What follows belongs to an exercise in optimizing a design on an open flow for small area; a production flow would make more cautious choices. Function was checked by simulation only, so behaviour that the tests miss may differ from the original. Power is estimated from default activity; no workload was simulated.

--- flow/design.v ---
`default_nettype none
package cw_reg_pkg;
   typedef logic [7:0] reg_addr_t;      
   typedef logic [7:0] reg_byte_t;      
   typedef logic [6:0] reg_bytecnt_t;   
   typedef logic [2:0] clksettings_t;   
   localparam reg_addr_t reg_clksettings_addr     = 8'h00;
   localparam reg_addr_t reg_user_led_addr        = 8'h01;
   localparam reg_addr_t reg_crypt_type_addr      = 8'h02;
   localparam reg_addr_t reg_crypt_rev_addr       = 8'h03;
   localparam reg_addr_t reg_identify_addr        = 8'h04;
   localparam reg_addr_t reg_crypt_go_addr        = 8'h05;   
   localparam reg_addr_t reg_crypt_key_addr       = 8'h06;
   localparam reg_addr_t reg_crypt_textin_addr    = 8'h07;
   localparam reg_addr_t reg_crypt_cipherin_addr  = 8'h08;
   localparam reg_addr_t reg_crypt_textout_addr   = 8'h09;
   localparam reg_addr_t reg_crypt_cipherout_addr = 8'h0A;
   localparam reg_byte_t crypt_type_value = 8'd2;
   localparam reg_byte_t crypt_rev_value  = 8'd4;
   localparam reg_byte_t identify_value   = 8'h2E;   
endpackage
`default_nettype wire
`default_nettype none
package crypt_pkg;
   typedef logic [127:0] key_t;
   typedef logic [127:0] text_t;
   typedef logic [127:0] cipher_t;
   localparam int unsigned crypt_bytes = 16;
   typedef logic [3:0] crypt_byte_sel_t;   
endpackage
`default_nettype wire
`timescale 1ns/1ps
`default_nettype none
module usb_byte_dec (
   input  cw_reg_pkg::reg_bytecnt_t bus_bytecnt_i,
   output logic [15:0]              byte_n_o
);
   logic       in_range;
   logic [3:0] lo;    
   logic [3:0] hi;    
   assign in_range = ~(bus_bytecnt_i[6] | bus_bytecnt_i[5] | bus_bytecnt_i[4]);
   always_comb begin
      for (int j = 0; j < 4; j++) begin
         lo[j] = (bus_bytecnt_i[1:0] == 2'(j));
         hi[j] = in_range & (bus_bytecnt_i[3:2] == 2'(j));
      end
      for (int k = 0; k < 16; k++)
         byte_n_o[k] = ~(lo[k % 4] & hi[k / 4]);
   end
endmodule
module usb_reg_write (
   input  cw_reg_pkg::reg_addr_t    bus_address_i,
   input  logic                     bus_write_i,
   input  logic                     bus_read_i,
   input  logic                     bus_addrvalid_i,
   output logic [5:0]               rd_o,          
   output logic [10:4]              rd_n_o,        
   output logic [2:0]               wide_wr_n_o,   
   output logic                     wr_clk_o,      
   output logic                     wr_led_o,      
   output logic                     wr_go_o        
);
   logic [10:0] hit;
   logic        wr;
   logic        rd;
   assign wr = bus_write_i & bus_addrvalid_i;
   assign rd = bus_read_i & bus_addrvalid_i;
   always_comb begin
      for (int a = 0; a < 11; a++)
         hit[a] = (bus_address_i == 8'(a));
      rd_o   = {6{rd}} & hit[5:0];
      rd_n_o = ~({7{rd}} & hit[10:4]);
      for (int a = 0; a < 3; a++)
         wide_wr_n_o[a] = ~(wr & hit[6 + a]);
   end
   assign wr_clk_o = wr & hit[0];
   assign wr_led_o = wr & hit[1];
   assign wr_go_o  = wr & hit[5];
endmodule
`default_nettype wire
`timescale 1ns/1ps
`default_nettype none
module rb_aoi222 (
   input  logic s0, d0, s1, d1, s2, d2,
   output logic y
);
   assign y = ~((s0 & d0) | (s1 & d1) | (s2 & d2));
endmodule
module rb_aoi22 (
   input  logic s0, d0, s1, d1,
   output logic y
);
   assign y = ~((s0 & d0) | (s1 & d1));
endmodule
module rb_nand4 (
   input  logic a, b, c, d,
   output logic y
);
   assign y = ~(a & b & c & d);
endmodule
module rb_nand3 (
   input  logic a, b, c,
   output logic y
);
   assign y = ~(a & b & c);
endmodule
module rb_nor4 (
   input  logic a, b, c, d,
   output logic y
);
   assign y = ~(a | b | c | d);
endmodule
module rb_nor3 (
   input  logic a, b, c,
   output logic y
);
   assign y = ~(a | b | c);
endmodule
module rb_nor2 (
   input  logic a, b,
   output logic y
);
   assign y = ~(a | b);
endmodule
module rb_nand2 (
   input  logic a, b,
   output logic y
);
   assign y = ~(a & b);
endmodule
module rb_bit (
   input  logic [79:0] s,       
   input  logic [79:0] d,       
   input  logic        extra_n,
   output logic        y
);
   logic [27:0] t_n;    
   logic [6:0]  u;      
   logic [1:0]  v_n;
   for (genvar g = 0; g < 26; g++) begin : g_aoi
      rb_aoi222 u_aoi (.s0(s[3*g]), .d0(d[3*g]), .s1(s[3*g+1]), .d1(d[3*g+1]),
                       .s2(s[3*g+2]), .d2(d[3*g+2]), .y(t_n[g]));
   end
   rb_aoi22 u_aoi_last (.s0(s[78]), .d0(d[78]), .s1(s[79]), .d1(d[79]), .y(t_n[26]));
   assign t_n[27] = extra_n;
   for (genvar g = 0; g < 7; g++) begin : g_nand
      rb_nand4 u_nand (.a(t_n[4*g]), .b(t_n[4*g+1]), .c(t_n[4*g+2]), .d(t_n[4*g+3]),
                       .y(u[g]));
   end
   rb_nor4 u_nor_a (.a(u[0]), .b(u[1]), .c(u[2]), .d(u[3]), .y(v_n[0]));
   rb_nor3 u_nor_b (.a(u[4]), .b(u[5]), .c(u[6]), .y(v_n[1]));
   rb_nand2 u_out  (.a(v_n[0]), .b(v_n[1]), .y(y));
endmodule
module rb_bit_plain (
   input  logic [79:0] s,
   input  logic [79:0] d,
   output logic        y
);
   logic [26:0] t_n;
   logic [6:0]  u;
   logic [1:0]  v_n;
   for (genvar g = 0; g < 26; g++) begin : g_aoi
      rb_aoi222 u_aoi (.s0(s[3*g]), .d0(d[3*g]), .s1(s[3*g+1]), .d1(d[3*g+1]),
                       .s2(s[3*g+2]), .d2(d[3*g+2]), .y(t_n[g]));
   end
   rb_aoi22 u_aoi_last (.s0(s[78]), .d0(d[78]), .s1(s[79]), .d1(d[79]), .y(t_n[26]));
   for (genvar g = 0; g < 6; g++) begin : g_nand
      rb_nand4 u_nand (.a(t_n[4*g]), .b(t_n[4*g+1]), .c(t_n[4*g+2]), .d(t_n[4*g+3]),
                       .y(u[g]));
   end
   rb_nand3 u_nand_last (.a(t_n[24]), .b(t_n[25]), .c(t_n[26]), .y(u[6]));
   rb_nor4 u_nor_a (.a(u[0]), .b(u[1]), .c(u[2]), .d(u[3]), .y(v_n[0]));
   rb_nor3 u_nor_b (.a(u[4]), .b(u[5]), .c(u[6]), .y(v_n[1]));
   rb_nand2 u_out  (.a(v_n[0]), .b(v_n[1]), .y(y));
endmodule
`default_nettype wire
`timescale 1ns/1ps
`default_nettype none
module cw_reg_top (
   input  logic                     usb_clk,
   input  logic                     reset_i,
   input  cw_reg_pkg::reg_addr_t    reg_address_i,
   input  cw_reg_pkg::reg_bytecnt_t reg_bytecnt_i,
   input  cw_reg_pkg::reg_byte_t    write_data_i,
   input  logic                     reg_write_i,
   input  logic                     reg_read_i,
   input  logic                     reg_addrvalid_i,
   output cw_reg_pkg::reg_byte_t    read_data_o,
   input  logic                     exttrigger_i,
   input  logic                     crypt_done_i,
   input  logic                     crypt_busy_i,
   input  crypt_pkg::text_t         crypt_textout_i,
   input  crypt_pkg::cipher_t       crypt_cipherout_i,
   output cw_reg_pkg::clksettings_t clksettings_o,
   output logic                     user_led_o,
   output crypt_pkg::key_t          crypt_key_o,
   output crypt_pkg::text_t         crypt_textin_o,
   output crypt_pkg::cipher_t       crypt_cipherin_o,
   output logic                     crypt_start_o
);
   crypt_pkg::key_t    key_r;
   crypt_pkg::text_t   textin_r;
   crypt_pkg::cipher_t cipherin_r;
   crypt_pkg::text_t   textout_r;
   crypt_pkg::cipher_t cipherout_r;
   logic               done_r;
   cw_reg_pkg::clksettings_t clksettings_r;
   logic       user_led_r;
   logic       start_r;       
   logic       trig_meta;
   logic       trig_sync;
   logic       trig_prev;
   logic [2:0] busy_pipe;
   logic [15:0] byte_n;
   logic [5:0]  rdsel;
   logic [10:4] rdsel_n;
   logic [2:0]  wide_wr_n;
   logic        wr_clk;
   logic        wr_led;
   logic        wr_go;
   usb_byte_dec u_byte_dec (
      .bus_bytecnt_i   (reg_bytecnt_i),
      .byte_n_o        (byte_n)
   );
   usb_reg_write u_dec (
      .bus_address_i   (reg_address_i),
      .bus_write_i     (reg_write_i),
      .bus_read_i      (reg_read_i),
      .bus_addrvalid_i (reg_addrvalid_i),
      .rd_o            (rdsel),
      .rd_n_o          (rdsel_n),
      .wide_wr_n_o     (wide_wr_n),
      .wr_clk_o        (wr_clk),
      .wr_led_o        (wr_led),
      .wr_go_o         (wr_go)
   );
   logic [2:0][15:0] load;
   for (genvar r = 0; r < 3; r++) begin : g_load_r
      for (genvar k = 0; k < 16; k++) begin : g_load_k
         rb_nor2 u_load (.a(wide_wr_n[r]), .b(byte_n[k]), .y(load[r][k]));
      end
   end
   always_ff @(posedge usb_clk) begin
      for (int k = 0; k < 16; k++) begin
         if (load[0][k]) key_r[8*k +: 8]      <= write_data_i;
         if (load[1][k]) textin_r[8*k +: 8]   <= write_data_i;
         if (load[2][k]) cipherin_r[8*k +: 8] <= write_data_i;
      end
   end
   always_ff @(posedge usb_clk) begin
      done_r <= crypt_done_i;
      if (crypt_done_i & ~done_r) begin
         textout_r   <= crypt_textout_i;
         cipherout_r <= crypt_cipherout_i;
      end
   end
   always_ff @(posedge usb_clk) begin
      if (reset_i) begin
         clksettings_r <= '0;
         user_led_r    <= 1'b0;
         start_r       <= 1'b0;
         trig_meta     <= 1'b0;
         trig_sync     <= 1'b0;
         trig_prev     <= 1'b0;
         busy_pipe     <= '0;
      end else begin
         start_r <= wr_go | (trig_sync & ~trig_prev);
         if (wr_clk) clksettings_r <= write_data_i[2:0];
         if (wr_led) user_led_r    <= write_data_i[0];
         trig_meta  <= exttrigger_i;
         trig_sync  <= trig_meta;
         trig_prev  <= trig_sync;
         busy_pipe  <= {busy_pipe[1:0], crypt_busy_i};
      end
   end
   assign clksettings_o = clksettings_r;
   assign user_led_o    = user_led_r;
   assign crypt_start_o = start_r;
   logic [4:0][15:0] sel;
   for (genvar r = 0; r < 5; r++) begin : g_sel_r
      for (genvar k = 0; k < 16; k++) begin : g_sel_k
         rb_nor2 u_sel (.a(rdsel_n[6+r]), .b(byte_n[k]), .y(sel[r][k]));
      end
   end
   logic [7:0] extra_n;
   assign extra_n[0] = ~((rdsel[0] & clksettings_r[0]) | (rdsel[1] & user_led_r) | (rdsel[5] & busy_pipe[2]));
   assign extra_n[1] = ~((rdsel[0] & clksettings_r[1]) | rdsel[2] | rdsel[4]);
   assign extra_n[2] = ~((rdsel[0] & clksettings_r[2]) | rdsel[3] | rdsel[4]);
   assign extra_n[3] = rdsel_n[4];
   assign extra_n[4] = 1'b1;
   assign extra_n[5] = rdsel_n[4];
   assign extra_n[6] = 1'b1;
   assign extra_n[7] = 1'b1;
   for (genvar b = 0; b < 8; b++) begin : g_rd
      logic [79:0] s;
      logic [79:0] d;
      for (genvar k = 0; k < 16; k++) begin : g_k
         assign s[k]      = sel[0][k];
         assign s[16 + k] = sel[1][k];
         assign s[32 + k] = sel[2][k];
         assign s[48 + k] = sel[3][k];
         assign s[64 + k] = sel[4][k];
         assign d[k]      = key_r[8*k + b];
         assign d[16 + k] = textin_r[8*k + b];
         assign d[32 + k] = cipherin_r[8*k + b];
         assign d[48 + k] = textout_r[8*k + b];
         assign d[64 + k] = cipherout_r[8*k + b];
      end
      if (b == 4 || b == 6 || b == 7) begin : g_plain
         rb_bit_plain u_bit (.s(s), .d(d), .y(read_data_o[b]));
      end else begin : g_extra
         rb_bit u_bit (.s(s), .d(d), .extra_n(extra_n[b]), .y(read_data_o[b]));
      end
   end
   assign crypt_key_o      = key_r;
   assign crypt_textin_o   = textin_r;
   assign crypt_cipherin_o = cipherin_r;
endmodule
`default_nettype wire
--- flow/flow/run.sh ---
#!/bin/bash
# The standard layout with three changes that only affect area:
#  - port buffers are the smallest buffer (buf_1) instead of the default pick
#  - clock tree built from clkbuf_8 without dummy loads
#  - combinational cells put in their smallest drive before floorplanning
set -euo pipefail
here=$(pwd)
bash standard.sh \
  "PRE_FLOORPLAN_TCL=$here/flow/downsize.tcl" \
  "BUFFER_PORTS_ARGS=-buffer_cell sky130_fd_sc_hd__buf_1" \
  "CTS_ARGS=-sink_clustering_enable -repair_clock_nets -dont_use_dummy_load -buf_list sky130_fd_sc_hd__clkbuf_8 -sink_clustering_size 18 -sink_clustering_max_diameter 80" \
  finish > "$here/flow_make.log" 2>&1
--- flow/flow/downsize.tcl ---
# Area recovery before floorplanning: put every combinational cell in its
# smallest drive strength of the same function. The clock period is long,
# and the later repair steps size up whatever needs more drive.
set block [ord::get_db_block]
set db [ord::get_db]
set masters {}
foreach lib [$db getLibs] {
  foreach m [$lib getMasters] {
    dict set masters [$m getName] $m
  }
}
set n 0
foreach inst [$block getInsts] {
  set m [[$inst getMaster] getName]
  if { ![regexp {^(sky130_fd_sc_hd__)([a-z0-9]+)_([0-9]+)$} $m -> pre fn sz] } { continue }
  # leave flip-flops, latches, clock cells, tie and physical cells alone
  if { [regexp {^(df|edf|sdf|sedf|dl|clk|conb|tap|fill|decap|diode)} $fn] } { continue }
  foreach s {0 1 2} {
    if { $s >= $sz } { break }
    set cand "${pre}${fn}_${s}"
    if { [dict exists $masters $cand] } {
      replace_cell [$inst getName] $cand
      incr n
      break
    }
  }
}
puts "downsize: $n cells put in a smaller drive strength"
--- flow/standard.sh ---
#!/bin/bash
# synth_recipe.tcl (not shown) runs the flow's synth.tcl, then flattens the netlist and writes it again
# the make line also repeats each setting of config.mk as NAME=value (left out here)
make -C /OpenROAD-flow-scripts/flow DESIGN_CONFIG=/design/flow/config.mk WORK_HOME=/design/flow/orfs CLKGATE_MAP_FILE= SYNTH_SCRIPT=/design/flow/synth_recipe.tcl "${@:-finish}"
--- flow/config.mk ---
export PLATFORM = sky130hd
export DESIGN_NAME = cw_reg_top
export DESIGN_NICKNAME = cw_reg_top
export VERILOG_FILES = /design/flow/design.v
export SDC_FILE = /design/flow/constraint.sdc
export NUM_CORES = 4
export LEC_CHECK = 0
export CAP_MARGIN = 20
export CORE_MARGIN = 2
export CORE_UTILIZATION = 60
export SLEW_MARGIN = 20
export SYNTH_HIERARCHICAL = 1
export SYNTH_MINIMUM_KEEP_SIZE = 0
--- flow/constraint.sdc ---
create_clock -name core_clock -period 10.0 [get_ports {usb_clk}]
set_input_delay 2.0000 -clock core_clock [delete_from_list [all_inputs] [get_ports {usb_clk}]]
set_output_delay 2.0000 -clock core_clock [all_outputs]
set_load 0.01 [all_outputs]
==> out/metrics.cfg <==
[synthesis]
total_of_warnings_raised_by_yosys = 9
avgSynthCellArea_um2 = 19.9
syn_nets = 1446
netlist_instances = 1159
synth_area_um2 = 23100

[detailed_routing]
drtAntennaViolNets = 0
drt_iter0_drc = 3352
wire_length_after_detailed_routing_mm = 83.1
detail_route.first_pass.iterations = 8
wl_per_cell_um = 34.6
number_of_remaining_drc_errors = 0
dr_total_vias = 16400
post_drt_via_cell_ratio = 6.85

[placed_design]
gp_routability_congestion = 1.00
pre_cts_ws_ps = 2280
place.detailed.hpwl_mm = 62.4
numPortBuffers = 683

[critical_path]
crit_path_cells = buf_1, nor2b_1, nand3_1, nor2_1, a222oi_1, nand4_1, nor4_1, nand2_1, buf_1
setup.reg_to_reg.worst_slack_ps = 7440
critical_path.startpoint_type = primary input
worst-r2r-cell-count = 3
cp_data_arrival_time_ps = 6070
timing.critical_path.required_ps = 8000
cp_slowest_stage_delay_ps = 890
endpoint_kind = output port
crit_type = primary input to output port
end_point_of_the_critical_path = read_data_o[4]
cell_repeated_most_along_the_worst_path = buf_1
timing.critical_path.fanout_max = 16
crit-reg2reg-launch = done_r
reg2reg_to = cipherout_r[119]
timing.critical_path.slowest_stage_cell = nor4_1
startpoint_of_the_worst_setup_timing_path = reg_address_i[0]

[power_and_ir_drop]
p_comb_frac = 0.026
p_seq_frac = 0.708
power_report.internal_total_w = 0.00346
max-vdd-ir-drop_uv = 141
switching_share = 0.199
power.switching_w = 0.000862
pwr-share-clk = 0.266
power_leakage_nw = 7.94
pwr_density_cell_nw_per_um2 = 161

[min_path]
hold_path.class = flip-flop to flip-flop

[timing]
slew_viol_final = 0
finalCritPeriodShare = 0.807
worstMarginPinSlew_ps = 1140
setup_ws_ps = 1930
timing.final.setup_violations = 0
hold_ws_ps = 443
finalHoldViolCount = 0
slew_headroom = 0.243
final.setup_skew_ps = 45.4
achievable-frequency_ghz = 0.124
layout_min_cycle_time_ps = 8070
setup_total_negative_slack_ps = 0
grt_setup_unrepaired = false

[grt]
vias_in_the_first_global_route = 15600
first_pass_grt_wire_length_mm = 112
grt_antenna_before_repair = 9
gr-total-overflow = 0
pin_count_of_the_biggest_net_entering_global_routing = 186
globalRouteTotalUtil = 0.410

[cells_and_area]
final.fill_count = 2536
fin_nets = 2174
syn_to_final_growth_pct = 16.7
drive_gt1_frac = 0.0302

[status]
outcome = no timing/DRC/antenna violations

[cts]
htree_levels = 2
post_cts_setup_repair_bufs = 0
tritoncts_num_sinks = 652
post_cts_resized = 0
tritoncts_buffers = 42
holdBufCountCts = 0
clockBufferDepth = 3
clk-insertion-delay-late_ps = 640
clk_pin_slew_ps = 120
cts_root_buf = clkbuf_8
cts_tree = built

[floorplan]
design.core.area_um2 = 37800
row_count = 71
design.portCount = 684
die_ar_um2 = 40000
chip_height_um = 200
floorplan.initialDensity = 0.611
die_width_um = 200

[run]
max_cap_check_violation_count = 0

==> final cells by class <==
class / count / area (µm²) / share of cell area
Sequential cell: 652 / 19500 / 0.723
Multi-Input combinational cell: 501 / 3590 / 0.133
Timing Repair Buffer: 689 / 2640 / 0.0980
Tap cell: 511 / 639 / 0.0238
Clock buffer: 42 / 578 / 0.0215
Antenna cell: 5 / 12.5 / 0.000465
Inverter: 1 / 3.75 / 0.000139
==> worst min path at each step <==
stage,startpoint,to,slack [ps],cells after the start
finish,busy_pipe[1],busy_pipe[2],440,1
global route,busy_pipe[1],busy_pipe[2],460,1
CTS,trig_meta,trig_sync,450,1
detailed placement,busy_pipe[0],busy_pipe[1],440,1
global placement,busy_pipe[0],busy_pipe[1],420,1
floorplan,busy_pipe[0],busy_pipe[1],410,1
==> registers in the layout, indices dropped and copies added, names as in the netlist <==
name and flops:
clksettings_r 3, textout_r 128, start_r 1, trig_meta 1
cipherin_r 128, trig_prev 1, done_r 1, trig_sync 1
cipherout_r 128, busy_pipe 3, user_led_r 1, key_r 128
textin_r 128
==> layer usage <==
metal,share of wire,wire (µm),global-route usage
met5,0.00083,69,0
met4,0.083,6910,0.286
met3,0.13,10900,0.114
met2,0.48,39600,0.658
met1,0.31,25600,0.485
==> cell usage in the layout (no fill, tap or decap), types with 3 or more instances in the layout <==
| cell type | instances |
|---|---|
| nor3_1 | 14 |
| buf_4 | 5 |
| nand2_1 | 17 |
| a222oi_1 | 209 |
| or4b_1 | 3 |
| buf_1 | 675 |
| mux2i_1 | 4 |
| edfxtp_1 | 640 |
| diode_2 | 5 |
| nor4b_1 | 3 |
| a22oi_1 | 8 |
| nor4_1 | 11 |
| clkbuf_2 | 4 |
| nor2b_1 | 11 |
| dfxtp_1 | 12 |
| nand3_1 | 14 |
| clkbuf_8 | 42 |
| clkbuf_4 | 3 |
| nor2_1 | 134 |
| nand4_1 | 57 |
==> power by group through the flow <==
stage / sequential [W] / clock (W) / combinational, W
after global placement: 0.00312 / 0 / 0.000107
final: 0.00306 / 0.00115 / 0.000112
after CTS: 0.00306 / 0.00115 / 0.000109
after floorplan: 0.00313 / 0 / 0.0000232
after detailed placement: 0.00313 / 0 / 0.000109
after global routing: 0.00307 / 0.00124 / 0.000120
==> critical path: cells and delay by family <==
kind                   cells  cell delay [ps]
AO/OA/AOI/OAI              1              730
buffers and inverters      2              430
AND/OR/NAND/NOR            6             2890
==> per-stage QoR <==
stage	power [W]	util	std cells	area, µm²
6_report	0.00432	0.713	2401	26900
5_1_grt	0.00443	0.713	2401	26900
4_1_cts	0.00432	0.713	2396	26900
3_5_place_dp	0.00324	0.697	2354	26300
3_3_place_gp	0.00323	0.697	2354	26300
2_1_floorplan	0.00315	-	1159	23100

==> afterwards: timing with drivers on the ports <==
No port has a modelled driver above. Below, the same layout with a new extraction and two added sets of constraints. Step 1 (the two cells are an assumption about what drives the block):
set clk [get_ports {usb_clk}]
set_driving_cell -lib_cell sky130_fd_sc_hd__clkbuf_16 $clk
set_driving_cell -lib_cell sky130_fd_sc_hd__buf_2 [delete_from_list [all_inputs] $clk]
Step 2 times the ports against the registers' clock, not the clock port: input delays grow and output delays shrink by t, the midpoint of the rising clock arrivals with the driver on. Three values: ideal, step 1, step 2; two values: the first two.
t, ns: 0.681
setup WS [ns]: 1.932 / 1.900 / 1.900
cell pins on the clock port's net: 1
After both steps setup and hold are still met in this run. For this run, drivers alone change the setup slack by -0.032 ns; drivers and shift together by -0.032 ns.
